From an optimization exercise on the open Yosys and OpenROAD flow, aimed at a short achievable clock period and few clock cycles; shortcuts taken in it are not production practice. The RTL was checked by simulation tests, not by an equivalence proof against the original design. Power is estimated from default activity; no workload was simulated.

==> design/flow/design.v <==
`default_nettype none
package isa_pkg;
	typedef logic [32-1:0] word_t;
	typedef logic [$clog2(32)-1:0] reg_idx_t;
	typedef enum logic [6:0] {
		OPC_OP     = 7'b0110011,
		OPC_OP_IMM = 7'b0010011,
		OPC_LOAD   = 7'b0000011,
		OPC_STORE  = 7'b0100011,
		OPC_BRANCH = 7'b1100011
	} opcode_e;
	typedef enum logic [3:0] {
		ALU_ADD = 4'd0,
		ALU_SUB = 4'd1,
		ALU_AND = 4'd2,
		ALU_OR  = 4'd3,
		ALU_XOR = 4'd4,
		ALU_SLT = 4'd5,
		ALU_SLL = 4'd6,
		ALU_SRL = 4'd7
	} alu_op_e;
endpackage
`default_nettype wire
`default_nettype none
package pipe_pkg;
	typedef struct packed {
		logic [3:0]       alu_op;
		logic             use_imm;
		logic             mem_read;
		logic             mem_write;
		logic             reg_write;
		logic             is_branch;
	} ctrl_t;
	typedef struct packed {
		logic           valid;
		logic [32-1:0] pc;
		logic [32-1:0] instr;
	} if_id_t;
	typedef struct packed {
		logic              valid;
		logic [32-1:0]  pc;
		ctrl_t             ctrl;
		logic [$clog2(32)-1:0] rs1;
		logic [$clog2(32)-1:0] rs2;
		logic [$clog2(32)-1:0] rd;
		logic [32-1:0]  rs1_val;
		logic [32-1:0]  rs2_val;
		logic [32-1:0]  imm;
	} id_ex_t;
	typedef struct packed {
		logic              valid;
		ctrl_t             ctrl;
		logic [$clog2(32)-1:0] rd;
		logic [32-1:0]  alu_result;
		logic [32-1:0]  store_data;
	} ex_mem_t;
	typedef struct packed {
		logic              valid;
		logic              reg_write;
		logic [$clog2(32)-1:0] rd;
		logic [32-1:0]  result;
	} mem_wb_t;
	typedef enum logic [1:0] {
		FWD_NONE = 2'b00,
		FWD_MEM  = 2'b01,
		FWD_WB   = 2'b10
	} fwd_sel_e;
endpackage
`default_nettype wire
`default_nettype none
module rf_read #(
	parameter int XLEN = 32,
	parameter int REGS = 32
) (
	input  logic [REGS-1:0]        oh_i,
	input  logic [(REGS-1)*XLEN-1:0] regs_i,
	input  logic                   byp_i,
	input  logic [XLEN-1:0]        wdata_i,
	output logic [XLEN-1:0]        data_o
);
	logic [XLEN-1:0] rd;
	always_comb begin
		rd = '0;
		for (int k = 1; k < REGS; k++)
			rd = rd | ({XLEN{oh_i[k]}} & regs_i[(k-1)*XLEN +: XLEN]);
	end
	assign data_o = rd | ({XLEN{byp_i}} & wdata_i);
endmodule
`default_nettype wire
`default_nettype none
module ks_adder #(
	parameter int XLEN = 32
) (
	input  logic [XLEN-1:0] a_i,
	input  logic [XLEN-1:0] b_i,
	input  logic            cin_i,
	output logic [XLEN-1:0] sum_o
);
	localparam int LVLS = $clog2(XLEN);
	logic [XLEN-1:0] p;
	logic [XLEN-1:0] g;
	logic [XLEN-1:0] t;
	logic [XLEN-1:0] hh [0:LVLS];
	logic [XLEN-1:0] tt [0:LVLS];
	assign p = a_i ^ b_i;
	assign g = a_i & b_i;
	assign t = a_i | b_i;
	assign hh[0] = {g[XLEN-1:1], g[0] | cin_i};
	assign tt[0] = {t[XLEN-2:0], 1'b1};
	for (genvar l = 1; l <= LVLS; l++) begin : g_lvl
		localparam int D = 1 << (l - 1);
		assign hh[l][D-1:0] = hh[l-1][D-1:0];
		assign tt[l][D-1:0] = tt[l-1][D-1:0];
		assign hh[l][XLEN-1:D] = hh[l-1][XLEN-1:D] | (tt[l-1][XLEN-1:D] & hh[l-1][XLEN-1-D:0]);
		assign tt[l][XLEN-1:D] = tt[l-1][XLEN-1:D] & tt[l-1][XLEN-1-D:0];
	end
	assign sum_o[0] = p[0] ^ cin_i;
	for (genvar i = 1; i < XLEN; i++) begin : g_sum
		assign sum_o[i] = hh[LVLS][i-1] ? (p[i] ^ t[i-1]) : p[i];
	end
endmodule
`default_nettype wire
module alu_rest #(
	parameter int XLEN = 32
) (
	input  logic [XLEN-1:0] a_i,
	input  logic [XLEN-1:0] b_i,
	input  logic            op_and_i,
	input  logic            op_or_i,
	input  logic            op_xor_i,
	input  logic            op_slt_i,
	input  logic            op_sll_i,
	input  logic            op_srl_i,
	output logic [XLEN-1:0] rest_o
);
	logic [XLEN-1:0] sll;
	logic [XLEN-1:0] srl;
	assign sll = a_i << b_i[4:0];
	assign srl = a_i >> b_i[4:0];
	assign rest_o = ({XLEN{op_and_i}} & (a_i & b_i))
	              | ({XLEN{op_or_i}}  & (a_i | b_i))
	              | ({XLEN{op_xor_i}} & (a_i ^ b_i))
	              | ({XLEN{op_sll_i}} & sll)
	              | ({XLEN{op_srl_i}} & srl)
	              | {{(XLEN-1){1'b0}}, op_slt_i & (a_i[XLEN-1] != b_i[XLEN-1]) & a_i[XLEN-1]};
endmodule
module fwd_merge #(
	parameter int XLEN = 32
) (
	input  logic [XLEN-1:0] sum_i,
	input  logic [XLEN-1:0] ldata_i,
	input  logic [XLEN-1:0] other_i,
	input  logic            sel_sum_i,
	input  logic            sel_slt_i,
	input  logic            sel_ld_i,
	output logic [XLEN-1:0] y_o
);
	assign y_o = ({XLEN{sel_sum_i}} & sum_i)
	           | ({XLEN{sel_ld_i}} & ldata_i)
	           | {{(XLEN-1){1'b0}}, sel_slt_i & sum_i[XLEN-1]}
	           | other_i;
endmodule
`default_nettype wire
`default_nettype none
module dmem_read #(
	parameter int XLEN  = 32,
	parameter int WORDS = 64
) (
	input  logic [WORDS-1:0]      oh_i,
	input  logic [WORDS*XLEN-1:0] mem_i,
	output logic [XLEN-1:0]       data_o
);
	always_comb begin
		data_o = '0;
		for (int k = 0; k < WORDS; k++)
			data_o = data_o | ({XLEN{oh_i[k]}} & mem_i[k*XLEN +: XLEN]);
	end
endmodule
`default_nettype wire
`default_nettype none
module sam_decode #(
	parameter int WORDS = 64
) (
	input  logic [7:0]       a_i,
	input  logic [7:0]       b_i,
	output logic [WORDS-1:0] oh_o
);
	localparam int IW = $clog2(WORDS);
	logic [IW-1:0] p;
	logic [IW-1:0] g;
	logic          c0;
	logic [3:0]    z [IW];
	assign p  = a_i[IW+1:2] ^ b_i[IW+1:2];
	assign g  = a_i[IW+1:2] & b_i[IW+1:2];
	assign c0 = (a_i[1] & b_i[1]) | ((a_i[1] | b_i[1]) & a_i[0] & b_i[0]);
	always_comb begin
		for (int kk = 0; kk < 4; kk++)
			z[0][kk] = ~(p[0] ^ kk[1] ^ c0);
		for (int i = 1; i < IW; i++)
			for (int kk = 0; kk < 4; kk++)
				z[i][kk] = ~(p[i] ^ kk[1] ^ (g[i-1] | (p[i-1] & ~kk[0])));
	end
	always_comb begin
		for (int k = 0; k < WORDS; k++) begin
			oh_o[k] = z[0][{k[0], 1'b0}];
			for (int i = 1; i < IW; i++)
				oh_o[k] = oh_o[k] & z[i][{k[i], k[i-1]}];
		end
	end
endmodule
`default_nettype wire
`default_nettype none
module core (
	input  logic              clk,
	input  logic              rst_n,
	output isa_pkg::word_t    imem_addr_o,
	input  isa_pkg::word_t    imem_data_i,
	output logic              wb_valid_o,
	output isa_pkg::reg_idx_t wb_rd_o,
	output isa_pkg::word_t    wb_data_o
);
	localparam int XLEN = 32;
	localparam int NREG = 32;
	localparam int DMW  = 64;
	localparam int IDXW = $clog2(64);
	function automatic logic [XLEN-1:0] inc4(input logic [XLEN-1:0] a);
		inc4[1:0] = a[1:0];
		inc4[2]   = ~a[2];
		for (int i = 3; i < XLEN; i++)
			inc4[i] = a[i] ^ (&(a >> 2 | ~({XLEN{1'b1}} >> (XLEN + 2 - i))));
	endfunction
	logic [XLEN-1:0] pc;
	logic [XLEN-1:0] fi;
	logic            f_abr;
	logic [XLEN-1:0] f_immb;
	logic [XLEN-1:0] f_tgt;
	logic [NREG-1:0] f_oh1;
	logic [NREG-1:0] f_oh2;
	logic            e_taken;
	logic [XLEN-1:0] e_tgt;
	logic            d_stall;
	assign imem_addr_o = pc;
	assign fi          = imem_data_i;
	assign f_abr  = (fi[6:0] == 7'b1100011) && (fi[14:12] == 3'b000) && (fi[19:15] == fi[24:20]);
	assign f_immb = {{(XLEN-13){fi[31]}}, fi[31], fi[7], fi[30:25], fi[11:8], 1'b0};
	ks_adder f_tgt_add (.a_i(pc), .b_i(f_immb), .cin_i(1'b0), .sum_o(f_tgt));
	assign f_oh1 = {{(NREG-1){1'b0}}, 1'b1} << fi[19:15];
	assign f_oh2 = {{(NREG-1){1'b0}}, 1'b1} << fi[24:20];
	always_ff @(posedge clk or negedge rst_n) begin
		if (!rst_n)
			pc <= 32'h0000_0000;
		else if (e_taken)
			pc <= e_tgt;
		else if (d_stall)
			pc <= pc;
		else if (f_abr)
			pc <= f_tgt;
		else
			pc <= inc4(pc);
	end
	logic            d_valid;
	logic [XLEN-1:0] d_instr;
	logic [XLEN-1:0] d_pc;
	logic [NREG-1:0] d_oh1;
	logic [NREG-1:0] d_oh2;
	logic            d_byp1;    
	logic            d_byp2;
	logic            d_fa;      
	logic            d_fb;
	logic            d_fsd;
	logic            e_valid;
	logic            e_wr;
	logic [4:0]      e_rd;
	always_ff @(posedge clk or negedge rst_n) begin
		if (!rst_n)
			d_valid <= 1'b0;
		else if (e_taken)
			d_valid <= 1'b0;
		else if (!d_stall)
			d_valid <= !f_abr;
	end
	logic            f_byp1;
	logic            f_byp2;
	assign f_byp1 = e_valid && e_wr && (e_rd == fi[19:15]);
	assign f_byp2 = e_valid && e_wr && (e_rd == fi[24:20]);
	always_ff @(posedge clk) begin
		if (!d_stall) begin
			d_instr <= fi;
			d_pc    <= pc;
			d_oh1   <= f_oh1 & {NREG{!f_byp1}};
			d_oh2   <= f_oh2 & {NREG{!f_byp2}};
			d_byp1  <= f_byp1;
			d_byp2  <= f_byp2;
		end else begin
			d_oh1   <= ({{(NREG-1){1'b0}}, 1'b1} << d_rs1) & {NREG{!d_fa}};
			d_oh2   <= ({{(NREG-1){1'b0}}, 1'b1} << d_rs2) & {NREG{!d_fsd}};
			d_byp1  <= d_fa;
			d_byp2  <= d_fsd;
		end
	end
	logic [6:0]  d_opc;
	logic [2:0]  d_f3;
	logic [4:0]  d_rs1;
	logic [4:0]  d_rs2;
	logic [4:0]  d_rd;
	logic        d_f7ok;
	logic        d_is_op;
	logic        d_is_opi;
	logic        d_is_lw;
	logic        d_is_sw;
	logic        d_is_cbr;
	logic [7:0]  d_op;       
	logic        d_wr;
	logic        d_use_imm;
	logic [XLEN-1:0] d_imm;
	logic [XLEN-1:0] d_immb;
	assign d_opc = d_instr[6:0];
	assign d_f3  = d_instr[14:12];
	assign d_rs1 = d_instr[19:15];
	assign d_rs2 = d_instr[24:20];
	assign d_rd  = d_instr[11:7];
	assign d_f7ok = (d_instr[31] == 1'b0) && (d_instr[29:25] == 5'd0);
	assign d_is_op  = (d_opc == 7'b0110011) && d_f7ok;
	assign d_is_opi = (d_opc == 7'b0010011);
	assign d_is_lw  = (d_opc == 7'b0000011) && (d_f3 == 3'b010);
	assign d_is_sw  = (d_opc == 7'b0100011) && (d_f3 == 3'b010);
	assign d_is_cbr = (d_opc == 7'b1100011) && (d_f3 == 3'b000);
	always_comb begin
		d_op = 8'd0;
		if (d_is_op) begin
			case ({d_instr[30], d_f3})
				4'b0_000: d_op[0] = 1'b1;
				4'b1_000: d_op[1] = 1'b1;
				4'b0_111: d_op[2] = 1'b1;
				4'b0_110: d_op[3] = 1'b1;
				4'b0_100: d_op[4] = 1'b1;
				4'b0_010: d_op[5] = 1'b1;
				4'b0_001: d_op[6] = 1'b1;
				4'b0_101: d_op[7] = 1'b1;
				default: ;
			endcase
		end else if (d_is_opi) begin
			case (d_f3)
				3'b000: d_op[0] = 1'b1;
				3'b111: d_op[2] = 1'b1;
				3'b110: d_op[3] = 1'b1;
				3'b100: d_op[4] = 1'b1;
				3'b010: d_op[5] = 1'b1;
				default: ;
			endcase
		end
	end
	assign d_wr      = ((|d_op) || d_is_lw) && (d_rd != 5'd0);
	assign d_use_imm = d_is_opi || d_is_lw || d_is_sw;
	assign d_imm     = d_is_sw ? {{(XLEN-12){d_instr[31]}}, d_instr[31:25], d_instr[11:7]}
	                           : {{(XLEN-12){d_instr[31]}}, d_instr[31:20]};
	assign d_immb    = {{(XLEN-13){d_instr[31]}}, d_instr[31], d_instr[7], d_instr[30:25],
		d_instr[11:8], 1'b0};
	logic [XLEN-1:0]          regs [1:NREG-1];
	logic [(NREG-1)*XLEN-1:0] regs_flat;
	logic [NREG-1:0]          w_we;
	logic [XLEN-1:0]          w_data;
	logic [XLEN-1:0]          d_rv1;
	logic [XLEN-1:0]          d_rv2;
	always_comb begin
		for (int k = 1; k < NREG; k++)
			regs_flat[(k-1)*XLEN +: XLEN] = regs[k];
	end
	rf_read rf_rd1 (.oh_i(d_oh1), .regs_i(regs_flat), .byp_i(d_byp1), .wdata_i(w_data),
		.data_o(d_rv1));
	rf_read rf_rd2 (.oh_i(d_oh2), .regs_i(regs_flat), .byp_i(d_byp2), .wdata_i(w_data),
		.data_o(d_rv2));
	always_ff @(posedge clk or negedge rst_n) begin
		if (!rst_n) begin
			for (int i = 1; i < NREG; i++)
				regs[i] <= '0;
		end else begin
			for (int i = 1; i < NREG; i++)
				if (w_we[i])
					regs[i] <= w_data;
		end
	end
	assign d_fa  = e_valid && e_wr && (e_rd == d_rs1);
	assign d_fb  = e_valid && e_wr && (e_rd == d_rs2) && !d_use_imm;
	assign d_fsd = e_valid && e_wr && (e_rd == d_rs2);
	assign d_stall = d_valid && (d_is_lw || d_is_sw) && d_fa;
	logic [DMW-1:0]  d_woh;
	sam_decode idx_dec (.a_i(d_rv1[7:0]), .b_i(d_imm[7:0]), .oh_o(d_woh));
	logic [XLEN-1:0] d_tgt;
	ks_adder d_tgt_add (.a_i(d_pc), .b_i(d_immb), .cin_i(1'b0), .sum_o(d_tgt));
	logic [XLEN-1:0] e_a;
	logic [XLEN-1:0] e_b;       
	logic            e_inv;     
	logic [XLEN-1:0] e_sd;
	logic            e_arith;   
	logic            e_slt;
	logic [5:0]      e_rop;     
	logic [DMW-1:0]  e_roh;     
	logic [DMW-1:0]  e_woh;     
	logic            e_cbr;
	always_ff @(posedge clk or negedge rst_n) begin
		if (!rst_n)
			e_valid <= 1'b0;
		else
			e_valid <= d_valid && !e_taken && !d_stall;
	end
	logic [XLEN-1:0] e_sum;
	logic [XLEN-1:0] e_rest;
	logic [XLEN-1:0] e_ldata;
	logic            e_slt_same;
	logic [XLEN-1:0] nx_a;
	logic [XLEN-1:0] nx_b;
	logic [XLEN-1:0] nx_sd;
	logic [XLEN-1:0] nx_w;
	always_ff @(posedge clk) begin
		e_a     <= nx_a;
		e_b     <= nx_b;
		e_sd    <= nx_sd;
		e_inv   <= d_op[1] || d_op[5];
		e_arith <= d_op[0] || d_op[1];
		e_slt   <= d_op[5];
		e_rop   <= {d_op[7:5], d_op[4:2]};
		e_roh   <= d_woh & {DMW{d_is_lw}};
		e_woh   <= d_woh & {DMW{d_is_sw}};
		e_cbr   <= d_is_cbr;
		e_wr    <= d_wr;
		e_rd    <= d_rd;
		e_tgt   <= d_tgt;
	end
	ks_adder add_inst (.a_i(e_a), .b_i(e_b ^ {XLEN{e_inv}}), .cin_i(e_inv), .sum_o(e_sum));
	alu_rest rest_inst (
		.a_i     (e_a),
		.b_i     (e_b),
		.op_and_i(e_rop[0]),
		.op_or_i (e_rop[1]),
		.op_xor_i(e_rop[2]),
		.op_slt_i(e_rop[3]),
		.op_sll_i(e_rop[4]),
		.op_srl_i(e_rop[5]),
		.rest_o  (e_rest)
	);
	assign e_slt_same = e_slt && (e_a[XLEN-1] == e_b[XLEN-1]);
	logic [XLEN-1:0]     dmem [DMW];
	logic [DMW*XLEN-1:0] dmem_flat;
	always_comb begin
		for (int k = 0; k < DMW; k++)
			dmem_flat[k*XLEN +: XLEN] = dmem[k];
	end
	dmem_read dmem_rd (.oh_i(e_roh), .mem_i(dmem_flat), .data_o(e_ldata));
	always_ff @(posedge clk or negedge rst_n) begin
		if (!rst_n) begin
			for (int i = 0; i < DMW; i++)
				dmem[i] <= '0;
		end else if (e_valid) begin
			for (int i = 0; i < DMW; i++)
				if (e_woh[i])
					dmem[i] <= e_sd;
		end
	end
	fwd_merge mg_a (.sum_i(e_sum), .ldata_i(e_ldata),
		.other_i  (d_fa ? e_rest : d_rv1),
		.sel_sum_i(d_fa && e_arith), .sel_slt_i(d_fa && e_slt_same), .sel_ld_i(d_fa),
		.y_o      (nx_a));
	fwd_merge mg_b (.sum_i(e_sum), .ldata_i(e_ldata),
		.other_i  (d_fb ? e_rest : (d_use_imm ? d_imm : d_rv2)),
		.sel_sum_i(d_fb && e_arith), .sel_slt_i(d_fb && e_slt_same), .sel_ld_i(d_fb),
		.y_o      (nx_b));
	fwd_merge mg_sd (.sum_i(e_sum), .ldata_i(e_ldata),
		.other_i  (d_fsd ? e_rest : d_rv2),
		.sel_sum_i(d_fsd && e_arith), .sel_slt_i(d_fsd && e_slt_same), .sel_ld_i(d_fsd),
		.y_o      (nx_sd));
	fwd_merge mg_w (.sum_i(e_sum), .ldata_i(e_ldata),
		.other_i  (e_rest),
		.sel_sum_i(e_arith), .sel_slt_i(e_slt_same), .sel_ld_i(1'b1),
		.y_o      (nx_w));
	assign e_taken = e_valid && e_cbr && (e_a == e_b);
	logic            o_valid;
	logic [4:0]      o_rd;
	logic [XLEN-1:0] o_data;
	always_ff @(posedge clk or negedge rst_n) begin
		if (!rst_n) begin
			w_we    <= '0;
			o_valid <= 1'b0;
		end else begin
			w_we    <= ({{(NREG-1){1'b0}}, 1'b1} << e_rd) & {NREG{e_valid && e_wr}};
			o_valid <= e_valid && e_wr;
		end
	end
	always_ff @(posedge clk) begin
		w_data <= nx_w;
		if (e_valid && e_wr) begin
			o_rd   <= e_rd;
			o_data <= nx_w;
		end
	end
	assign wb_valid_o = o_valid;
	assign wb_rd_o    = o_rd;
	assign wb_data_o  = o_data;
endmodule
`default_nettype wire
==> design/flow/run.sh <==
#!/bin/bash
# synth_recipe.tcl (not shown) runs the flow's synth.tcl, then flattens the netlist and writes it again
# the make line also repeats each setting of config.mk as NAME=value (left out here)
make -C /OpenROAD-flow-scripts/flow DESIGN_CONFIG=/design/flow/config.mk WORK_HOME=/design/flow/orfs CLKGATE_MAP_FILE= SYNTH_SCRIPT=/design/flow/synth_recipe.tcl finish
==> design/flow/config.mk <==
export PLATFORM = sky130hd
export DESIGN_NAME = core
export DESIGN_NICKNAME = core
export VERILOG_FILES = /design/flow/design.v
export SDC_FILE = /design/flow/constraint.sdc
export NUM_CORES = 4
export LEC_CHECK = 0
export CAP_MARGIN = 20
export CORE_MARGIN = 2
export CORE_UTILIZATION = 35
export PLACE_DENSITY = 0.55
export SETUP_SLACK_MARGIN = 5
export SLEW_MARGIN = 20
export SYNTH_HIERARCHICAL = 1
export SYNTH_MINIMUM_KEEP_SIZE = 0
==> design/flow/constraint.sdc <==
create_clock -name core_clock -period 8.5 [get_ports {clk}]
set_input_delay 1.7000 -clock core_clock [delete_from_list [all_inputs] [get_ports {clk}]]
set_output_delay 1.7000 -clock core_clock [all_outputs]
set_load 0.01 [all_outputs]
==> results of run 1 <==
[sequential cells by signal (all words and copies together), names as in the netlist, 31 cells and up, named ones only]
signal	count
d_instr	32
d_oh1	31
d_oh2	31
d_pc	32
dmem	2048
e_a	32
e_b	32
e_roh	64
e_sd	32
e_tgt	32
e_woh	64
o_data	32
pc	32
regs	992
w_data	32
w_we	31
[worst max-delay path, stage by stage, from the launching register on]
cell and delay, ns:
dfxtp_4 0.35, buf_4 0.15, clkbuf_16 0.19, a22o_1 0.24
a221oi_4 0.33, nand4_1 0.77, or4_4 0.88, a221o_1 0.42
[routing by layer]
layer  global-route usage  wire, um  vias up
met2               0.3764    272900     5304
met4               0.1143     33780       32
met3              0.06496     56470     1479
met5             0.003824       444        -
li1                     -         -    50084
met1               0.3187    253700    63207
[final timing paths]
path | startpoint | to | slack (ns)
setup / recovery | e_roh[55] | o_data[9] | 4.82
hold / removal | e_tgt[4] | pc[4] | 0.43
setup reg to reg | e_roh[55] | o_data[9] | 4.82
hold reg to reg | e_tgt[4] | pc[4] | 0.43
max in group asynchronous | rst_n | regs[31][17] | 5.73
min in group asynchronous | rst_n | regs[26][9] | 0.57
[power breakdown]
part           switching [uW]  internal (uW)  leakage (uW)
logic                     960            421        0.0357
clock network            7320          10100       0.00644
registers                87.8          17200        0.0474
total                    8370          27700        0.0896
[stage by stage]
stage               setup slack, ns    util
detailed placement            3.180  0.3661
CTS                           4.883  0.3995
floorplan                     4.575       -
finish                        4.819  0.4038
global placement              3.165  0.3660
global route                  4.781  0.4037
[cells in the final DEF (no fill, tap or decap), types with 55 or more instances in the layout]
cell       instances
and2_1           140
clkbuf_8          96
edfxtp_1         101
ha_1             245
dfxtp_1          258
xnor2_1           86
inv_1            285
buf_12            63
clkinv_2          63
nor2_1           283
dfxtp_2           88
o21ai_0          101
mux2_2          3153
a221oi_2          59
clkbuf_16        404
xor2_1            91
dfrtp_1         3042
clkbuf_1         111
dfrtp_2           60
a21oi_1           82
buf_4            391
mux2i_1           55
a22oi_1         1033
a221o_1           99
or4_1             60
a22o_1           510
nor3_1            74
nand4_1          420
a221oi_1         442
nand2_1          389
[what timing repair did]
action                                  CTS  global route
gates cloned                             10            11
pin swaps                               107           122
endpoints found under the setup margin  469           254
setup buffers                            90            45
gates resized for setup                 541           275
[layout make-up]
| class | instances | area [sq um] | area share |
|---|---|---|---|
| clock inverters | 123 | 1395 | 0.007213 |
| well taps | 6400 | 8008 | 0.04140 |
| flip-flops and latches | 3582 | 88570 | 0.4580 |
| multi-input cells | 8267 | 76530 | 0.3957 |
| clock buffers | 604 | 11680 | 0.06041 |
| repair buffers | 605 | 6036 | 0.03121 |
| inverters | 296 | 1132 | 0.005855 |
| diodes | 20 | 50.05 | 0.0002588 |
==> results.json, run 1 <==
{
  "outcome": "complete, no violations",
  "hold_viol_final": 0,
  "finalCriticalPeriod_ns": 3.681,
  "crit_type": "flip-flop to flip-flop",
  "chipWidth_um": 697.6,
  "skew_ns": 0.1145,
  "grt_pass1_vias": 118042,
  "crit_fanout": 16,
  "p_leak_uw": 0.08956,
  "antenna_found_initial": 45,
  "wl_per_cell_um": 31.02,
  "drive_gt1_frac": 0.3712,
  "nets": 13457,
  "placed_area_sq_um": 175300,
  "htree_levels": 5,
  "cap_violations": 0,
  "initial_core_util": 0.3516,
  "viasPerCell": 6.036,
  "finalPower_uw": 36070,
  "setup_viol": 0,
  "clk_latency_ns": 1.03,
  "die_y_um": 697.6,
  "track_usage": 0.2440,
  "worst_pin_slew_ns": 1.176,
  "clockRootBuffer": "clkbuf_16",
  "drc_errors": 0,
  "ant_nets": 0,
  "syn_to_final_growth_pct": 14.86,
  "drtIter0Drc": 12978,
  "cts_tree": "built",
  "dieArea_sq_um": 486700,
  "cts.path.max_buffers": 4,
  "cp.required_ns": 9.19,
  "final_area_sq_um": 193400,
  "max_freq_mhz": 271.7,
  "whs_path_depth": 2,
  "cts_hold_repair.buffers": 0,
  "place_congestion": 0.9421,
  "crit_path_end_kind": "flip-flop",
  "grt_first_pass_wirelength_um": 876400,
  "cts.sinks": 3582,
  "gr-total-overflow": 0,
  "dp_hpwl_um": 355200,
  "ys.warnings.count": 16,
  "fin_cells": 19897,
  "peakVddDrop_mv": 0.1915,
  "core.rowCount": 254,
  "fill_cells": 45156,
  "post-place-cells": 18991,
  "whs_ns": 0.4306,
  "tns_ns": 0,
  "fp.coreArea_sq_um": 478900,
  "critPathLaunchType": "flip-flop",
  "rsz0062_at_grt": "true",
  "drt_wl_total_um": 617300,
  "relSlewSlack": 0.2149,
  "grt_max_degree": 189,
  "numCtsBuffers": 392,
  "worstHoldPathType": "flip-flop to flip-flop",
  "portBuffers": 103,
  "power.density_nw_per_um2": 186.5,
  "arrival_ns": 4.37,
  "syn_inst": 13334,
  "ioPinCount": 104,
  "avgSynthCellArea_sq_um": 12.63,
  "path_clk_slew_ns": 0.06,
  "via_count": 120106,
  "drt_first_pass_iters": 9,
  "period_share": 0.4330,
  "netlist_area_sq_um": 168400,
  "worst-r2r-cell-count": 7,
  "report.final.slew_viol_count": 0
}
Testbench counts, summed over its fixed seeds: cycles 63,552.
==> run 2: changes to the inputs <==
--- a/design/flow/design.v
+++ b/design/flow/design.v
@@ -483,2 +483,4 @@
 			o_valid <= 1'b0;
+			o_rd    <= '0;
+			o_data  <= '0;
 		end else begin
@@ -486,2 +488,4 @@
 			o_valid <= e_valid && e_wr;
+			o_rd    <= e_rd;
+			o_data  <= nx_w;
 		end
@@ -490,6 +494,2 @@
 		w_data <= nx_w;
-		if (e_valid && e_wr) begin
-			o_rd   <= e_rd;
-			o_data <= nx_w;
-		end
 	end
==> results.json, run 2 <==
{
  "path_clk_slew_ns": 0.06,
  "reg.largest.list": "dmem x2048, regs x992",
  "initial_core_util": 0.3513,
  "switchingPower_uw": 8642,
  "netlist_area_sq_um": 168100,
  "hold_viol_final": 0,
  "ant_nets": 0,
  "syn_inst": 13342,
  "power_frac_clock": 0.475,
  "place_congestion": 0.9720,
  "wl_per_cell_um": 31.70,
  "drt_first_pass_iters": 7,
  "die_y_um": 697.1,
  "drt_wl_total_um": 629300,
  "antenna_found_initial": 52,
  "p_comb_frac": 0.047,
  "grt_pass1_vias": 118602,
  "setup_viol": 0,
  "portBuffers": 103,
  "worst_pin_slew_ns": 1.196,
  "ioPinCount": 104,
  "tns_ns": 0,
  "avgSynthCellArea_sq_um": 12.60,
  "peakVddDrop_mv": 0.1802,
  "finalCriticalPeriod_ns": 3.553,
  "gr-total-overflow": 0,
  "chipWidth_um": 697.1,
  "pwr-share-seq": 0.478,
  "nets": 13417,
  "report.final.slew_viol_count": 0,
  "drtIter0Drc": 13164,
  "outcome": "complete, no violations",
  "power.density_nw_per_um2": 189.8,
  "crit_fanout": 32,
  "dieArea_sq_um": 485900,
  "p_leak_uw": 0.08903,
  "regMostFlops": "dmem",
  "cp.required_ns": 9.45,
  "clk_latency_ns": 1.05,
  "max_freq_mhz": 281.4,
  "relSlewSlack": 0.2017,
  "period_share": 0.4180,
  "ys.warnings.count": 16,
  "final_common_cell": "mux2_2",
  "rsz0062_at_grt": "true",
  "cts_hold_repair.buffers": 0,
  "core.rowCount": 254,
  "clockRootBuffer": "clkbuf_16",
  "fp.coreArea_sq_um": 478600,
  "internal-power_uw": 27600,
  "drc_errors": 0,
  "worstHoldPathType": "flip-flop to flip-flop",
  "cts_tree": "built",
  "whs_path_depth": 1,
  "fin_cells": 19854,
  "grt_max_degree": 181,
  "cts.path.max_buffers": 4,
  "via_count": 120175,
  "final_area_sq_um": 191000,
  "drive_gt1_frac": 0.3589,
  "skew_ns": 0.1139,
  "fill_cells": 45696,
  "switching_share": 0.2384,
  "cap_violations": 0,
  "syn_to_final_growth_pct": 13.61,
  "post-place-cells": 18997,
  "dp_hpwl_um": 378500,
  "grt_first_pass_wirelength_um": 893100,
  "numCtsBuffers": 388,
  "arrival_ns": 4.50,
  "crit_path_end_kind": "flip-flop",
  "critPathLaunchType": "flip-flop",
  "final_cell_mix": "mux2_2 (3161), dfrtp_1 (3075), a22oi_1 (1046)",
  "crit_type": "flip-flop to flip-flop",
  "cts.sinks": 3582,
  "r2r_setup_slack_ns": 4.95,
  "largest_register_ffs": 2048,
  "viasPerCell": 6.053,
  "placed_area_sq_um": 175200,
  "track_usage": 0.2501,
  "worst-r2r-cell-count": 12,
  "htree_levels": 5
}
-- run 2: cell type report --
class                   count  area, sq um  share of cell area
inverters                 283         1091            0.005712
clock buffers             609        11670             0.06110
flip-flops and latches   3582        88320              0.4624
diodes                     30        75.07           0.0003930
multi-input cells        8285        75430              0.3949
well taps                6400         8008             0.04192
repair buffers            564         5170             0.02707
clock inverters           101         1245            0.006518
-- run 2: path summary, 6_finish.rpt --
path,start,end
setup / recovery,d_oh1[9],e_woh[10]
hold / removal,e_tgt[4],pc[4]
setup reg to reg,d_oh1[9],e_woh[10]
hold reg to reg,e_tgt[4],pc[4]
max in group asynchronous,rst_n,dmem[27][27]
min in group asynchronous,rst_n,o_data[7]
-- run 2: worst max-delay path, cell delays in order (launching register included) --
cell and delay [ns]:
dfxtp_1 0.30, buf_6 0.23, a22oi_1 0.26, nand4_1 0.44, or4_4 0.70, buf_4 0.23
ha_1 0.24, xor2_1 0.18, nor2_2 0.17, buf_4 0.15, nand2_2 0.11, nor3_1 0.21
and3_1 0.18
-- run 2: timing repair --
| item | in CTS | in global routing |
|---|---|---|
| pin swaps | 54 | 83 |
| endpoints found under the setup margin | 480 | 311 |
| gates resized for setup | 383 | 199 |
| buffers inserted | 64 | 42 |
| cloned | 7 | 4 |
-- run 2: per-layer routing --
metal	GRT usage	share of wire	routed length, um
met1	0.3212	0.40	251400
met2	0.3895	0.45	282300
met3	0.05707	0.085	53570
met4	0.1407	0.066	41830
met5	0	0.00030	191
-- run 2: stage by stage --
stage	util	power (uW)	setup WS (ns)	hold slack, ns
after global placement	0.3659	19170	3.444	0.4197
after floorplan	-	18330	4.528	0.3289
after CTS	0.3960	36460	4.905	0.4392
after detailed placement	0.3661	19160	3.465	0.4249
after global routing	0.3989	37380	4.913	0.4554
final	0.3991	36250	4.947	0.4372
-- run 2: power groups by stage --
stage,combinational [uW],clock [uW],sequential [uW]
4_1_cts,1610,17500,17300
6_report,1690,17200,17300
5_1_grt,1860,18200,17300
2_1_floorplan,726,0,17600
3_5_place_dp,1460,0,17700
3_3_place_gp,1470,0,17700
Testbench counts of run 2, summed over its fixed seeds: cycles 63,552.
==> run 3: changes to the inputs <==
==> design/flow/flow/run.sh (new file) <==
#!/bin/bash
# Own layout flow: the standard synthesis, unchanged, then the standard flow's
# standard layout steps with two resizer settings changed: gates may be
# swapped for stronger ones of another footprint (MATCH_CELL_FOOTPRINT=0),
# and timing repair aims for 6.5 ns of setup slack instead of 5.
# Each step's full output goes to a log here (and ORFS's own logs under orfs/).
set -euo pipefail
bash standard.sh synth > synth.log 2>&1
bash standard.sh MATCH_CELL_FOOTPRINT=0 SETUP_SLACK_MARGIN=6.5 finish > layout.log 2>&1
==> design/flow/standard.sh (new file) <==
#!/bin/bash
# synth_recipe.tcl (not shown) runs the flow's synth.tcl, then flattens the netlist and writes it again
# the make line also repeats each setting of config.mk as NAME=value (left out here)
make -C /OpenROAD-flow-scripts/flow DESIGN_CONFIG=/design/flow/config.mk WORK_HOME=/design/flow/orfs CLKGATE_MAP_FILE= SYNTH_SCRIPT=/design/flow/synth_recipe.tcl "${@:-finish}"
--- a/design/flow/config.mk
+++ b/design/flow/config.mk
@@ -11,3 +11,2 @@
 export PLACE_DENSITY = 0.55
-export SETUP_SLACK_MARGIN = 5
 export SLEW_MARGIN = 20
removed: design/flow/run.sh
==> results.json, run 3 <==
{
  "place_congestion": 0.9715,
  "dp_slack_ns": 3.321,
  "dieArea_sq_um": 485900,
  "fp.coreArea_sq_um": 478600,
  "cap_violations": 0,
  "min_from": "e_tgt[1]",
  "report.final.slew_viol_count": 0,
  "track_usage": 0.2525,
  "crit_path_end_kind": "flip-flop",
  "ioPinCount": 104,
  "drtIter0Drc": 12864,
  "grt_pass1_vias": 120397,
  "antenna_found_initial": 28,
  "netlist_area_sq_um": 168100,
  "cp_top_family": "simple AND/OR/NAND/NOR gates",
  "arrival_ns": 4.30,
  "avgSynthCellArea_sq_um": 12.60,
  "period_share": 0.4101,
  "drive_gt1_frac": 0.4357,
  "reg.largest.list": "dmem x2048, regs x992",
  "final_common_cell": "mux2_2",
  "grt_max_degree": 164,
  "syn_inst": 13342,
  "drt_wl_total_um": 643600,
  "via_count": 123057,
  "cts_tree": "built",
  "rsz0062_at_grt": "true",
  "wl_per_cell_um": 31.65,
  "clockRootBuffer": "clkbuf_16",
  "ant_nets": 0,
  "drc_errors": 0,
  "htree_levels": 5,
  "cp_num_buf_inv": 3,
  "portBuffers": 103,
  "clk_latency_ns": 1.03,
  "tns_ns": 0,
  "regMostFlops": "dmem",
  "syn_to_final_growth_pct": 21.63,
  "path_clk_slew_ns": 0.07,
  "p_leak_uw": 0.09449,
  "cpMaxStageDelayCell": "or4_4",
  "peakVddDrop_mv": 0.1690,
  "worstHoldPathType": "flip-flop to flip-flop",
  "max_stage_delay_ns": 0.56,
  "cts.sinks": 3582,
  "ys.warnings.count": 16,
  "max_freq_mhz": 286.9,
  "nets": 13878,
  "hold_viol_final": 0,
  "crit_fanout": 5,
  "final_cell_mix": "mux2_2 (3135), dfrtp_1 (3069), a22oi_1 (1028)",
  "power.density_nw_per_um2": 183.4,
  "cp.required_ns": 9.31,
  "die_y_um": 697.1,
  "core.rowCount": 254,
  "skew_ns": 0.08681,
  "setup_viol": 0,
  "cts.path.max_buffers": 4,
  "r2r_start": "e_inv",
  "initial_core_util": 0.3513,
  "worst_pin_slew_ns": 1.165,
  "gr-total-overflow": 0,
  "critPathLaunchType": "flip-flop",
  "setup_ws_ns": 5.014,
  "critPathLaunch": "e_inv",
  "largest_register_ffs": 2048,
  "dp_hpwl_um": 368200,
  "viasPerCell": 6.052,
  "crit_type": "flip-flop to flip-flop",
  "drt_first_pass_iters": 6,
  "relSlewSlack": 0.2231,
  "path_cells": "buf_12 -> xor2_2 -> inv_1 -> ha_4 -> or4_4 -> nor3_4 -> o311ai_2 -> a21oi_2 -> buf_6 -> nor3b_2 -> or3_4 -> xnor2_4 -> a221o_2",
  "chipWidth_um": 697.1,
  "numCtsBuffers": 390,
  "outcome": "complete, no violations",
  "grt_first_pass_wirelength_um": 906400,
  "finalCriticalPeriod_ns": 3.486
}
## run 3: path summary, 6_finish.rpt
| path | endpoint | slack, ns | cells past startpoint |
|---|---|---|---|
| min reg2reg | pc[1] | 0.46 | 2 |
| min | pc[1] | 0.46 | 2 |
| min in group asynchronous | regs[30][15] | 0.59 | 1 |
| max | o_data[27] | 5.01 | 13 |
| max reg2reg | o_data[27] | 5.01 | 13 |
| max in group asynchronous | dmem[53][27] | 6.56 | 3 |
## run 3: routing by layer
layer,part of all wire,GRT usage,vias up
li1,-,-,51048
met1,0.42,0.3501,64976
met2,0.43,0.3726,5620
met3,0.089,0.05618,1407
met4,0.057,0.1223,6
met5,0.00023,0.001765,-
## run 3: where the power goes
group | leakage (uW) | total, uW | internal [uW] | switching [uW]
clock | 0.00661 | 17900 | 10500 | 7460
sequential | 0.0475 | 17300 | 17200 | 109
combinational | 0.0404 | 2300 | 883 | 1410
total | 0.0945 | 37500 | 28500 | 8990
## run 3: per-stage QoR
| step | total power (uW) | utilization | cell area, sq um | std cells | hold WS, ns |
|---|---|---|---|---|---|
| 2_1_floorplan | 18400 | - | 169700 | 13355 | 0.3289 |
| 3_3_place_gp | 19120 | 0.3679 | 176100 | 18966 | 0.4312 |
| 3_5_place_dp | 19110 | 0.3681 | 176200 | 18973 | 0.4315 |
| 4_1_cts | 37420 | 0.4207 | 201400 | 20172 | 0.4494 |
| 5_1_grt | 38610 | 0.4270 | 204400 | 20298 | 0.4563 |
| 6_report | 37500 | 0.4272 | 204500 | 20334 | 0.4573 |
## run 3: cell type report
cell class	count	area [sq um]
Clock inverter	149	1868
Clock buffer	574	11530
Fill cell	44144	274100
Timing Repair inverter	1	11.26
Timing Repair Buffer	1019	12170
Tap cell	6400	8008
Antenna cell	38	95.09
Sequential cell	3582	88480
Multi-Input combinational cell	8288	81170
Inverter	283	1142
## run 3: timing repair
item | 4_1_cts | 5_1_grt
setup buffers | 392 | 104
hold endpoints to repair | 0 | 0
setup endpoints to repair | 4802 | 2177
hold buffers | 0 | 0
resized for setup | 1708 | 397
pin swaps | 401 | 255
cloned | 84 | 18
## run 3: worst reg2reg max path, cell delays in order (launching register included)
cell      delay [ns]
dfxtp_4         0.45
buf_12          0.17
xor2_2          0.16
inv_1           0.08
ha_4            0.16
or4_4           0.56
nor3_4          0.19
o311ai_2        0.14
a21oi_2         0.13
buf_6           0.14
nor3b_2         0.05
or3_4           0.36
xnor2_4         0.16
a221o_2         0.52
==> run 4: changes to the inputs <==
--- a/design/flow/design.v
+++ b/design/flow/design.v
@@ -241,3 +241,3 @@
 	logic            d_stall;
-	assign imem_addr_o = pc;
+	assign imem_addr_o = pc_o;
 	assign fi          = imem_data_i;
@@ -248,2 +248,14 @@
 	assign f_oh2 = {{(NREG-1){1'b0}}, 1'b1} << fi[24:20];
+	logic [XLEN-1:0] pc_next;
+	logic [XLEN-1:0] pc_o;
+	always_comb begin
+		if (e_taken)
+			pc_next = e_tgt;
+		else if (d_stall)
+			pc_next = pc;
+		else if (f_abr)
+			pc_next = f_tgt;
+		else
+			pc_next = inc4(pc);
+	end
 	always_ff @(posedge clk or negedge rst_n) begin
@@ -251,10 +263,10 @@
 			pc <= 32'h0000_0000;
-		else if (e_taken)
-			pc <= e_tgt;
-		else if (d_stall)
-			pc <= pc;
-		else if (f_abr)
-			pc <= f_tgt;
 		else
-			pc <= inc4(pc);
+			pc <= pc_next;
+	end
+	always_ff @(posedge clk) begin
+		if (!rst_n)
+			pc_o <= 32'h0000_0000;
+		else
+			pc_o <= pc_next;
 	end
@@ -393,2 +405,3 @@
 	logic            e_inv;     
+	logic [XLEN-1:0] e_bx;      
 	logic [XLEN-1:0] e_sd;
@@ -397,3 +410,5 @@
 	logic [5:0]      e_rop;     
-	logic [DMW-1:0]  e_roh;     
+	logic            e_ld;
+	logic [DMW-1:0]  e_rsl;     
+	logic [DMW-1:0]  e_rsh;     
 	logic [DMW-1:0]  e_woh;     
@@ -417,2 +432,3 @@
 		e_b     <= nx_b;
+		e_bx    <= nx_b ^ {XLEN{d_op[1] || d_op[5]}};
 		e_sd    <= nx_sd;
@@ -422,3 +438,4 @@
 		e_rop   <= {d_op[7:5], d_op[4:2]};
-		e_roh   <= d_woh & {DMW{d_is_lw}};
+		e_ld    <= d_is_lw;
+		e_rsl   <= d_woh;
 		e_woh   <= d_woh & {DMW{d_is_sw}};
@@ -429,3 +446,3 @@
 	end
-	ks_adder add_inst (.a_i(e_a), .b_i(e_b ^ {XLEN{e_inv}}), .cin_i(e_inv), .sum_o(e_sum));
+	ks_adder add_inst (.a_i(e_a), .b_i(e_bx), .cin_i(e_inv), .sum_o(e_sum));
 	alu_rest rest_inst (
@@ -443,8 +460,20 @@
 	logic [XLEN-1:0]     dmem [DMW];
-	logic [DMW*XLEN-1:0] dmem_flat;
+	always_ff @(posedge clk or negedge rst_n) begin
+		if (!rst_n)
+			e_rsh <= '0;
+		else
+			e_rsh <= d_woh;
+	end
+	logic [DMW*XLEN/2-1:0] dmem_lo;
+	logic [DMW*XLEN/2-1:0] dmem_hi;
 	always_comb begin
-		for (int k = 0; k < DMW; k++)
-			dmem_flat[k*XLEN +: XLEN] = dmem[k];
+		for (int k = 0; k < DMW; k++) begin
+			dmem_lo[k*XLEN/2 +: XLEN/2] = dmem[k][XLEN/2-1:0];
+			dmem_hi[k*XLEN/2 +: XLEN/2] = dmem[k][XLEN-1:XLEN/2];
+		end
 	end
-	dmem_read dmem_rd (.oh_i(e_roh), .mem_i(dmem_flat), .data_o(e_ldata));
+	dmem_read #(.XLEN(XLEN/2)) dmem_rd_lo (.oh_i(e_rsl), .mem_i(dmem_lo),
+		.data_o(e_ldata[XLEN/2-1:0]));
+	dmem_read #(.XLEN(XLEN/2)) dmem_rd_hi (.oh_i(e_rsh), .mem_i(dmem_hi),
+		.data_o(e_ldata[XLEN-1:XLEN/2]));
 	always_ff @(posedge clk or negedge rst_n) begin
@@ -461,3 +490,3 @@
 		.other_i  (d_fa ? e_rest : d_rv1),
-		.sel_sum_i(d_fa && e_arith), .sel_slt_i(d_fa && e_slt_same), .sel_ld_i(d_fa),
+		.sel_sum_i(d_fa && e_arith), .sel_slt_i(d_fa && e_slt_same), .sel_ld_i(d_fa && e_ld),
 		.y_o      (nx_a));
@@ -465,3 +494,3 @@
 		.other_i  (d_fb ? e_rest : (d_use_imm ? d_imm : d_rv2)),
-		.sel_sum_i(d_fb && e_arith), .sel_slt_i(d_fb && e_slt_same), .sel_ld_i(d_fb),
+		.sel_sum_i(d_fb && e_arith), .sel_slt_i(d_fb && e_slt_same), .sel_ld_i(d_fb && e_ld),
 		.y_o      (nx_b));
@@ -469,3 +498,3 @@
 		.other_i  (d_fsd ? e_rest : d_rv2),
-		.sel_sum_i(d_fsd && e_arith), .sel_slt_i(d_fsd && e_slt_same), .sel_ld_i(d_fsd),
+		.sel_sum_i(d_fsd && e_arith), .sel_slt_i(d_fsd && e_slt_same), .sel_ld_i(d_fsd && e_ld),
 		.y_o      (nx_sd));
@@ -473,3 +502,3 @@
 		.other_i  (e_rest),
-		.sel_sum_i(e_arith), .sel_slt_i(e_slt_same), .sel_ld_i(1'b1),
+		.sel_sum_i(e_arith), .sel_slt_i(e_slt_same), .sel_ld_i(e_ld),
 		.y_o      (nx_w));
@@ -482,10 +511,8 @@
 			w_we    <= '0;
+			w_data  <= '0;
 			o_valid <= 1'b0;
-			o_rd    <= '0;
-			o_data  <= '0;
 		end else begin
 			w_we    <= ({{(NREG-1){1'b0}}, 1'b1} << e_rd) & {NREG{e_valid && e_wr}};
+			w_data  <= nx_w;
 			o_valid <= e_valid && e_wr;
-			o_rd    <= e_rd;
-			o_data  <= nx_w;
 		end
@@ -493,3 +520,4 @@
 	always_ff @(posedge clk) begin
-		w_data <= nx_w;
+		o_rd   <= e_rd;
+		o_data <= nx_w;
 	end
--- a/design/flow/config.mk
+++ b/design/flow/config.mk
@@ -9,4 +9,4 @@
 export CORE_MARGIN = 2
-export CORE_UTILIZATION = 35
-export PLACE_DENSITY = 0.55
+export CORE_UTILIZATION = 50
+export PLACE_DENSITY = 0.65
 export SLEW_MARGIN = 20
==> results.json, run 4 <==
{
  "syn_inst": 13477,
  "crit_type": "input port to flip-flop",
  "regMostFlops": "dmem",
  "fp.coreArea_sq_um": 342400,
  "dp_hpwl_um": 376300,
  "grt_max_degree": 152,
  "fill_cells": 25308,
  "drtIter0Drc": 15151,
  "nets": 14186,
  "drive_gt1_frac": 0.4593,
  "cts_hold_repair.buffers": 0,
  "cts_tree": "built",
  "p_leak_uw": 0.09828,
  "hold_viol_final": 0,
  "final_cell_mix": "dfrtp_1 (3127), mux2_2 (3072), a22oi_1 (1013)",
  "rsz0062_at_grt": "true",
  "place_congestion": 0.9412,
  "report.final.slew_viol_count": 0,
  "dp_slack_ns": 3.233,
  "worstHoldPathType": "flip-flop to flip-flop",
  "ant_nets": 0,
  "die_y_um": 590.1,
  "drt_first_pass_iters": 6,
  "drt_wl_total_um": 648500,
  "final_common_cell": "dfrtp_1",
  "crit_path_end_kind": "flip-flop",
  "dieArea_sq_um": 348200,
  "path_clk_slew_ns": 0.06,
  "largest_register_ffs": 2048,
  "track_usage": 0.3556,
  "htree_levels": 5,
  "antenna_found_initial": 41,
  "viasPerCell": 6.855,
  "clockRootBuffer": "clkbuf_16",
  "max_freq_mhz": 289.7,
  "chipWidth_um": 590.1,
  "portBuffers": 103,
  "cp.required_ns": 9.35,
  "gr-total-overflow": 0,
  "setup_viol": 0,
  "crit_fanout": 6,
  "initial_core_util": 0.5015,
  "numCtsBuffers": 394,
  "cts.path.max_buffers": 4,
  "wl_per_cell_um": 34.51,
  "cts.sinks": 3711,
  "power.density_nw_per_um2": 182.2,
  "via_count": 128800,
  "grt_first_pass_wirelength_um": 911100,
  "grt_pass1_vias": 128742,
  "relSlewSlack": 0.1767,
  "tns_ns": 0,
  "reg.largest.list": "dmem x2048, regs x992",
  "drc_errors": 0,
  "setup_ws_ns": 5.049,
  "ioPinCount": 104,
  "worst_pin_slew_ns": 1.235,
  "period_share": 0.4060,
  "skew_ns": 0.09651,
  "clk_latency_ns": 1.02,
  "arrival_ns": 4.30,
  "finalCriticalPeriod_ns": 3.451,
  "netlist_area_sq_um": 171700,
  "peakVddDrop_mv": 0.1808,
  "avgSynthCellArea_sq_um": 12.74,
  "core.rowCount": 215,
  "critPathLaunchType": "input port",
  "ys.warnings.count": 16,
  "syn_to_final_growth_pct": 22.60,
  "outcome": "complete, no violations",
  "cap_violations": 0
}
run 4: cell types whose count changed in the layout (fill, tap and decap cells not counted), sizes merged, moves of 26 or more:
cell / delta
mux2: +28
dfxtp: +70
and3: -59
nor2: -81
clkbuf: +26
dfrtp: +59
buf: +233
run 4: report_power, final:
part           internal, uW  switching, uW  total, uW
sequential            17800            262      18100
clock                 10300           7500      17800
combinational           997           1490       2490
run 4: layout make-up:
type | count | area [sq um] | area share
sequential | 3711 | 91540 | 0.4348
antenna | 22 | 55.05 | 0.0002615
timing repair buffer | 1257 | 15650 | 0.07435
clock inverter | 141 | 1439 | 0.006834
inverter | 305 | 1215 | 0.005771
tap | 4557 | 5702 | 0.02708
multi-input combinational | 8204 | 83020 | 0.3943
clock buffer | 592 | 11920 | 0.05661
run 4: path summary, 6_finish.rpt:
path                            startpoint            to  slack, ns  cells after the start
setup reg to reg                  d_oh1[1]     e_woh[20]       5.14                     12
hold / removal                   e_tgt[29]        pc[29]       0.46                      2
hold reg to reg                  e_tgt[29]        pc[29]       0.46                      2
setup / recovery           imem_data_i[31]      pc_o[29]       5.05                     14
max in group asynchronous            rst_n     e_rsh[22]       6.48                      3
min in group asynchronous            rst_n  regs[11][11]       0.69                      1
run 4: stage by stage:
stage	utilization	total power, uW	cell area, sq um	hold slack [ns]	instances
after global routing	0.6147	39410	210500	0.4865	18773
after floorplan	-	19220	174600	0.3298	13486
after CTS	0.5998	38110	205400	0.4678	18536
after global placement	0.5189	20010	177700	0.4594	17183
after detailed placement	0.5190	20030	177700	0.4499	17184
final	0.6148	38370	210500	0.4586	18789
run 4: critical path, cell delays in order:
cell	delay (ns)
buf_16	0.11
inv_8	0.03
ha_4	0.15
or4_4	0.57
nor3_4	0.26
nand3_2	0.12
a21oi_4	0.23
o31ai_4	0.12
nor3b_2	0.18
a2111oi_2	0.25
or3_1	0.17
o41ai_2	0.06
a21o_1	0.19
o22ai_1	0.14
run 4: repair_timing:
action                     4_1_cts  5_1_grt
gates resized for setup       2047      560
cloned                         113       39
setup endpoints to repair     5309     3049
setup buffers                  506      190
pin swaps                      435      344
run 4: layer usage:
metal | up-vias | GRT usage | share of wire
met2 | 7628 | 0.5193 | 0.43
met5 | - | 0 | 0.00026
met3 | 1754 | 0.09676 | 0.11
li1 | 51845 | - | -
met1 | 67549 | 0.4892 | 0.40
met4 | 24 | 0.1743 | 0.059
Testbench counts of run 4, summed over its fixed seeds: cycles 63,552.
==> run 5: changes to the inputs <==
--- a/design/flow/config.mk
+++ b/design/flow/config.mk
@@ -9,4 +9,4 @@
 export CORE_MARGIN = 2
-export CORE_UTILIZATION = 50
-export PLACE_DENSITY = 0.65
+export CORE_UTILIZATION = 35
+export PLACE_DENSITY = 0.55
 export SLEW_MARGIN = 20
==> results.json, run 5 <==
{
  "outcome": "complete, no violations",
  "skew_ns": 0.05870,
  "crit_path_end_kind": "flip-flop",
  "cpMostUsedCell": "mux2_4",
  "final_common_cell": "dfrtp_1",
  "path_cells": "buf_12 -> buf_16 -> buf_16 -> buf_12 -> mux4_2 -> mux2_4 -> nor2_4 -> a211oi_2 -> or3_4 -> mux2_4 -> mux2_4 -> a221o_1 -> xor2_1",
  "clk_latency_ns": 1.02,
  "worst_pin_slew_ns": 1.209,
  "track_usage": 0.2472,
  "cpMaxStageDelayCell": "mux4_2",
  "syn_inst": 13477,
  "final_core_util": 0.4285,
  "cp_num_buf_inv": 4,
  "dp_hpwl_um": 377300,
  "whs_path_depth": 2,
  "die_y_um": 704.5,
  "via_count": 124183,
  "cts.path.max_buffers": 4,
  "regMostFlops": "dmem",
  "drtIter0Drc": 13533,
  "setup_viol": 0,
  "tns_ns": 0,
  "gr-total-overflow": 0,
  "p_comb_frac": 0.060,
  "period_share": 0.3978,
  "cp.required_ns": 9.36,
  "cap_violations": 0,
  "max_freq_mhz": 295.7,
  "fp.coreArea_sq_um": 489400,
  "largest_register_ffs": 2048,
  "grt_first_pass_wirelength_um": 909300,
  "grt_max_degree": 155,
  "drt_first_pass_iters": 9,
  "internal-power_uw": 29030,
  "dieArea_sq_um": 496300,
  "critPathLaunchType": "flip-flop",
  "routed.top_layer": "met5",
  "relSlewSlack": 0.1910,
  "finalCriticalPeriod_ns": 3.382,
  "dr_wl_met2_um": 276600,
  "nets": 13979,
  "path_clk_slew_ns": 0.06,
  "pwr-share-seq": 0.471,
  "portBuffers": 103,
  "htree_levels": 5,
  "switching_share": 0.2424,
  "path_depth": 13,
  "wl_met1_um": 275500,
  "cts.sinks": 3711,
  "hold_viol_final": 0,
  "core.rowCount": 257,
  "clockRootBuffer": "clkbuf_16",
  "worst-r2r-cell-count": 13,
  "initial_core_util": 0.3509,
  "ys.warnings.count": 16,
  "ioPinCount": 104,
  "antenna_found_initial": 35,
  "rsz0062_at_grt": "true",
  "r2r_setup_slack_ns": 5.12,
  "wl_per_cell_um": 31.28,
  "max_stage_delay_ns": 0.55,
  "peakVddDrop_mv": 0.1879,
  "power_frac_clock": 0.469,
  "netlist_area_sq_um": 171700,
  "whs_ns": 0.4558,
  "final_cell_mix": "dfrtp_1 (3124), mux2_2 (3086), a22oi_1 (1010)",
  "crit_type": "flip-flop to flip-flop",
  "worstHoldPathType": "flip-flop to flip-flop",
  "arrival_ns": 4.24,
  "reg.largest.list": "dmem x2048, regs x992",
  "place_congestion": 0.9406,
  "cts_tree": "built",
  "ant_nets": 0,
  "avgSynthCellArea_sq_um": 12.74,
  "drt_wl_total_um": 640800,
  "drive_gt1_frac": 0.4528,
  "p_leak_uw": 0.09653,
  "setup_ws_ns": 5.118,
  "numCtsBuffers": 395,
  "drc_errors": 0,
  "report.final.slew_viol_count": 0,
  "switchingPower_uw": 9289,
  "viasPerCell": 6.061,
  "chipWidth_um": 704.5,
  "met3_length_um": 53280,
  "dp_slack_ns": 3.215,
  "cp_top_family": "multiplexers",
  "syn_to_final_growth_pct": 22.12,
  "grt_pass1_vias": 121713,
  "crit_fanout": 7,
  "power.density_nw_per_um2": 182.7
}
## run 5: cell count changes in the layout (fill, tap and decap cells not counted), moves of 17 or more
cell	delta
clkbuf_16	-51
nor2_4	-17
dfxtp_4	+28
buf_4	-65
buf_12	-22
dfxtp_1	-46
nor2_1	+24
buf_6	-85
dfxtp_2	+18
nand2_2	+17
## run 5: what timing repair did
item,in CTS,in global routing
pin swaps,437,282
hold buffers,0,0
gates resized for setup,1953,384
endpoints found under the setup margin,4896,3128
gates cloned,73,15
setup buffers,410,164
## run 5: area by class of cell
cell class                 instances  area [sq um]
inverter                         305          1199
multi-input combinational       8207         82650
timing repair buffer            1046         12660
fill                           44738        279700
clock inverter                   152          1688
sequential                      3711         91660
tap                             6475          8102
antenna                           11         27.53
clock buffer                     581         11720
## run 5: final timing paths
kind / from / endpoint
min in group asynchronous: rst_n / regs[13][5]
min reg2reg: e_tgt[31] / pc[31]
min: e_tgt[31] / pc[31]
max: e_b[0] / e_bx[29]
max in group asynchronous: rst_n / dmem[55][7]
max reg2reg: e_b[0] / e_bx[29]
## run 5: power groups by stage
stage | sequential (uW) | clock, uW | combinational [uW]
floorplan | 18300 | 0 | 945
global placement | 18400 | 0 | 1650
detailed placement | 18400 | 0 | 1630
CTS | 18100 | 18300 | 2130
global route | 18100 | 19000 | 2450
finish | 18100 | 18000 | 2280
## run 5: worst min-delay path: cells and delay by family (launching register included)
kind                   cells  cell delay (ns)
flip-flops                 1             0.31
buffers and inverters      1             0.05
multiplexers               1             0.05
## run 5: through the flow
| step | cells | total power (uW) | area [sq um] |
|---|---|---|---|
| final | 20488 | 38320 | 209700 |
| after global placement | 19082 | 20050 | 180300 |
| after CTS | 20298 | 38430 | 206300 |
| after global routing | 20478 | 39480 | 209700 |
| after floorplan | 13486 | 19220 | 174600 |
| after detailed placement | 19082 | 20030 | 180300 |
## run 5: per-layer routing
| layer | track usage | up-vias |
|---|---|---|
| li1 | - | 51433 |
| met1 | 0.3441 | 65688 |
| met2 | 0.3698 | 5601 |
| met3 | 0.05161 | 1445 |
| met4 | 0.1117 | 16 |
| met5 | 0.001730 | - |
==> run 6: changes to the inputs <==
--- a/design/flow/design.v
+++ b/design/flow/design.v
@@ -162,2 +162,27 @@
 endmodule
+module sum_eq #(
+	parameter int XLEN = 32
+) (
+	input  logic [XLEN-1:0] a_i,
+	input  logic [XLEN-1:0] b_i,
+	input  logic            cin_i,
+	input  logic [XLEN-1:0] k_i,
+	output logic            eq_o
+);
+	logic [XLEN-1:0] p;
+	logic [XLEN-1:0] c;
+	assign p = a_i ^ b_i;
+	assign c = {(a_i[XLEN-2:0] & b_i[XLEN-2:0]) | (p[XLEN-2:0] & ~k_i[XLEN-2:0]), cin_i};
+	assign eq_o = &(~(p ^ k_i ^ c));
+endmodule
+module zero_sum #(
+	parameter int XLEN = 32
+) (
+	input  logic [XLEN-1:0] p_i,
+	input  logic [XLEN-1:0] t_i,
+	input  logic            cin_i,
+	output logic            zero_o
+);
+	assign zero_o = &(~(p_i ^ {t_i[XLEN-2:0], cin_i}));
+endmodule
 `default_nettype wire
@@ -240,2 +265,4 @@
 	logic [XLEN-1:0] e_tgt;
+	logic            d_taken;    
+	logic [XLEN-1:0] d_tgt;
 	logic            d_stall;
@@ -253,2 +280,4 @@
 			pc_next = e_tgt;
+		else if (d_taken)
+			pc_next = d_tgt;
 		else if (d_stall)
@@ -288,3 +317,3 @@
 			d_valid <= 1'b0;
-		else if (e_taken)
+		else if (e_taken || d_taken)
 			d_valid <= 1'b0;
@@ -400,3 +429,2 @@
 	sam_decode idx_dec (.a_i(d_rv1[7:0]), .b_i(d_imm[7:0]), .oh_o(d_woh));
-	logic [XLEN-1:0] d_tgt;
 	ks_adder d_tgt_add (.a_i(d_pc), .b_i(d_immb), .cin_i(1'b0), .sum_o(d_tgt));
@@ -441,3 +469,3 @@
 		e_woh   <= d_woh & {DMW{d_is_sw}};
-		e_cbr   <= d_is_cbr;
+		e_cbr   <= d_is_cbr && !d_br_res;
 		e_wr    <= d_wr;
@@ -505,2 +533,7 @@
 	assign e_taken = e_valid && e_cbr && (e_a == e_b);
+	logic d_br_res;
+	logic e_sum_zero;
+	zero_sum eq_zero (.p_i(e_a ^ e_bx), .t_i(e_a | e_bx), .cin_i(e_inv), .zero_o(e_sum_zero));
+	assign d_br_res = e_arith && ((d_fa && d_rs2 == 5'd0) || (d_fsd && d_rs1 == 5'd0));
+	assign d_taken  = d_valid && d_is_cbr && d_br_res && e_sum_zero && !e_taken;
 	logic            o_valid;
--- a/design/flow/config.mk
+++ b/design/flow/config.mk
@@ -9,4 +9,4 @@
 export CORE_MARGIN = 2
-export CORE_UTILIZATION = 35
-export PLACE_DENSITY = 0.55
+export CORE_UTILIZATION = 50
+export PLACE_DENSITY = 0.65
 export SLEW_MARGIN = 20
==> results.json, run 6 <==
{
  "drtIter0Drc": 15866,
  "fin_cells": 19010,
  "p_comb_frac": 0.063,
  "setup_viol": 0,
  "cts.sinks": 3711,
  "cts_tree": "built",
  "nets": 14435,
  "drt_wl_total_um": 661900,
  "initial_core_util": 0.5013,
  "whs_ns": 0.4492,
  "core.rowCount": 216,
  "r2r_start": "d_instr[21]",
  "htree_levels": 5,
  "grt_first_pass_wirelength_um": 916800,
  "numCtsBuffers": 391,
  "outcome": "complete, no violations",
  "worst_pin_slew_ns": 1.177,
  "dp_hpwl_um": 389600,
  "track_usage": 0.3553,
  "cts.path.max_buffers": 4,
  "post-place-cells": 17421,
  "path_clk_slew_ns": 0.06,
  "reg.largest.list": "dmem x2048, regs x992",
  "grt_max_degree": 172,
  "clockRootBuffer": "clkbuf_16",
  "viasPerCell": 6.894,
  "crit_path_end_kind": "flip-flop",
  "final_core_util": 0.6120,
  "skew_ns": 0.1267,
  "clk_latency_ns": 1.04,
  "fill_cells": 25564,
  "dieArea_sq_um": 351300,
  "p_leak_uw": 0.09841,
  "tns_ns": 0,
  "ioPinCount": 104,
  "power_frac_clock": 0.464,
  "arrival_ns": 4.33,
  "final_common_cell": "dfrtp_1",
  "place_congestion": 0.9834,
  "die_y_um": 592.7,
  "regArea_sq_um": 91580,
  "critPathLaunchType": "flip-flop",
  "rsz0062_at_grt": "true",
  "switching_share": 0.2417,
  "cp_top_family": "compound AO/OA/AOI/OAI gates",
  "syn_to_final_growth_pct": 22.09,
  "multi_input_area_sq_um": 84220,
  "drt_first_pass_iters": 14,
  "fp.coreArea_sq_um": 345700,
  "largest_register_ffs": 2048,
  "portBuffers": 103,
  "worstHoldPathType": "flip-flop to flip-flop",
  "hold_viol_final": 0,
  "peakVddDrop_mv": 0.1871,
  "cp_num_buf_inv": 1,
  "regMostFlops": "dmem",
  "path_cells": "or2_2 -> nor4_2 -> a32o_1 -> and2_4 -> buf_6 -> a221oi_4 -> a211oi_1",
  "ys.warnings.count": 16,
  "switchingPower_uw": 9236,
  "chipWidth_um": 592.7,
  "ant_nets": 0,
  "finalPower_uw": 38220,
  "cap_violations": 0,
  "final_cell_mix": "dfrtp_1 (3132), mux2_2 (3086), a22oi_1 (1007)",
  "internal-power_uw": 28980,
  "cp.required_ns": 9.31,
  "syn_inst": 13723,
  "crit_fanout": 9,
  "critPathLaunch": "d_instr[21]",
  "pwr-share-seq": 0.472,
  "finalCriticalPeriod_ns": 3.516,
  "relSlewSlack": 0.2152,
  "drive_gt1_frac": 0.4529,
  "avgSynthCellArea_sq_um": 12.63,
  "report.final.slew_viol_count": 0,
  "period_share": 0.4137,
  "antenna_found_initial": 44,
  "power.density_nw_per_um2": 180.7,
  "via_count": 131049,
  "gr-total-overflow": 0,
  "cpMaxStageDelayCell": "a32o_1",
  "drc_errors": 0,
  "grt_pass1_vias": 130441,
  "wl_per_cell_um": 34.82,
  "max_freq_mhz": 284.4,
  "netlist_area_sq_um": 173300,
  "crit_type": "flip-flop to flip-flop",
  "max_stage_delay_ns": 1.02,
  "min_from": "e_tgt[2]"
}
-- run 6: routing by layer --
| metal | global-route usage | up-vias | wire [um] |
|---|---|---|---|
| li1 | - | 52605 | - |
| met1 | 0.4895 | 68522 | 262200 |
| met2 | 0.5226 | 7937 | 281800 |
| met3 | 0.08728 | 1934 | 76290 |
| met4 | 0.1793 | 51 | 40930 |
| met5 | 0.001759 | - | 726 |
-- run 6: repair_timing --
| item | CTS | global route |
|---|---|---|
| setup endpoints to repair | 5312 | 3000 |
| pin swaps | 465 | 340 |
| cloned | 79 | 49 |
| resized for setup | 2007 | 552 |
| hold buffers | 0 | 0 |
| setup buffers | 513 | 213 |
-- run 6: layout make-up --
class	count	share of cell area
Clock inverter	140	0.008073
Multi-Input combinational cell	8347	0.3981
Inverter	392	0.007482
Tap cell	4578	0.02708
Clock buffer	580	0.05520
Antenna cell	15	0.0001774
Timing Repair Buffer	1247	0.07102
Sequential cell	3711	0.4329
-- run 6: per-stage QoR --
step / cell area [sq um] / setup WS [ns]
global placement: 179000 / 3.050
CTS: 205900 / 5.175
detailed placement: 179000 / 3.184
global route: 211500 / 4.921
floorplan: 176100 / 4.492
finish: 211600 / 4.984
-- run 6: worst paths after layout --
kind	to	slack (ns)	cells after the start
worst max-delay path	pc_o[7]	4.98	7
worst min-delay path	pc[2]	0.45	2
worst max register to register	pc_o[7]	4.98	7
worst min register to register	pc[2]	0.45	2
max in group asynchronous	regs[17][6]	6.39	3
min in group asynchronous	pc[15]	0.68	1
-- run 6: power groups by stage --
stage	clock network [uW]	logic, uW	registers (uW)
6_report	17700	2420	18100
5_1_grt	18600	2560	18000
2_1_floorplan	0	870	18200
4_1_cts	17800	2070	18000
3_3_place_gp	0	1520	18400
3_5_place_dp	0	1540	18400
-- run 6: worst min-delay path, cell delays in order (launching register included) --
cell and delay (ns):
dfxtp_1 0.31, nand2_1 0.05, o21ai_1 0.05
Testbench counts of run 6, summed over its fixed seeds: cycles 62,734.

## what the ideal ports hide
In the flow no input, the clock included, has a driving cell. The finished layouts below were timed again as built, in two steps.
Step 1 assumes that a clkbuf_16 drives the clock port and a buf_2 every other input.
Step 2 moves the port delays by t, midway between the first and last clock arrival at a register: inputs arrive t later, outputs are due t later. That takes back most of the time a late clock gives input paths.
a / b / c = ideal / step 1 / step 2; a / b = the first two.
run | t, ns | slack for setup (ns) | worst hold slack (ns) | worst slew at a driven data input, ns
run 1 | 1.087 | 4.819 / 4.819 / 4.021 | 0.431 / 0.431 / 0.431 | 0.08
run 2 | 1.119 | 4.947 / 4.921 / 3.944 | 0.437 / 0.437 / 0.437 | 0.16
run 3 | 1.117 | 5.014 / 4.974 / 4.033 | 0.457 / 0.457 / 0.457 | 0.68
run 4 | 1.070 | 5.049 / 4.939 / 3.869 | 0.459 / 0.459 / 0.459 | 0.27
run 5 | 1.099 | 5.118 / 5.029 / 3.930 | 0.456 / 0.456 / 0.456 | 0.35
run 6 | 1.078 | 4.984 / 4.958 / 3.880 | 0.449 / 0.449 / 0.449 | 0.29
After both steps every run listed still meets setup and hold. The setup slack of run 5, which loses most, moves by -0.089 ns with the drivers and by -1.188 ns with both steps.
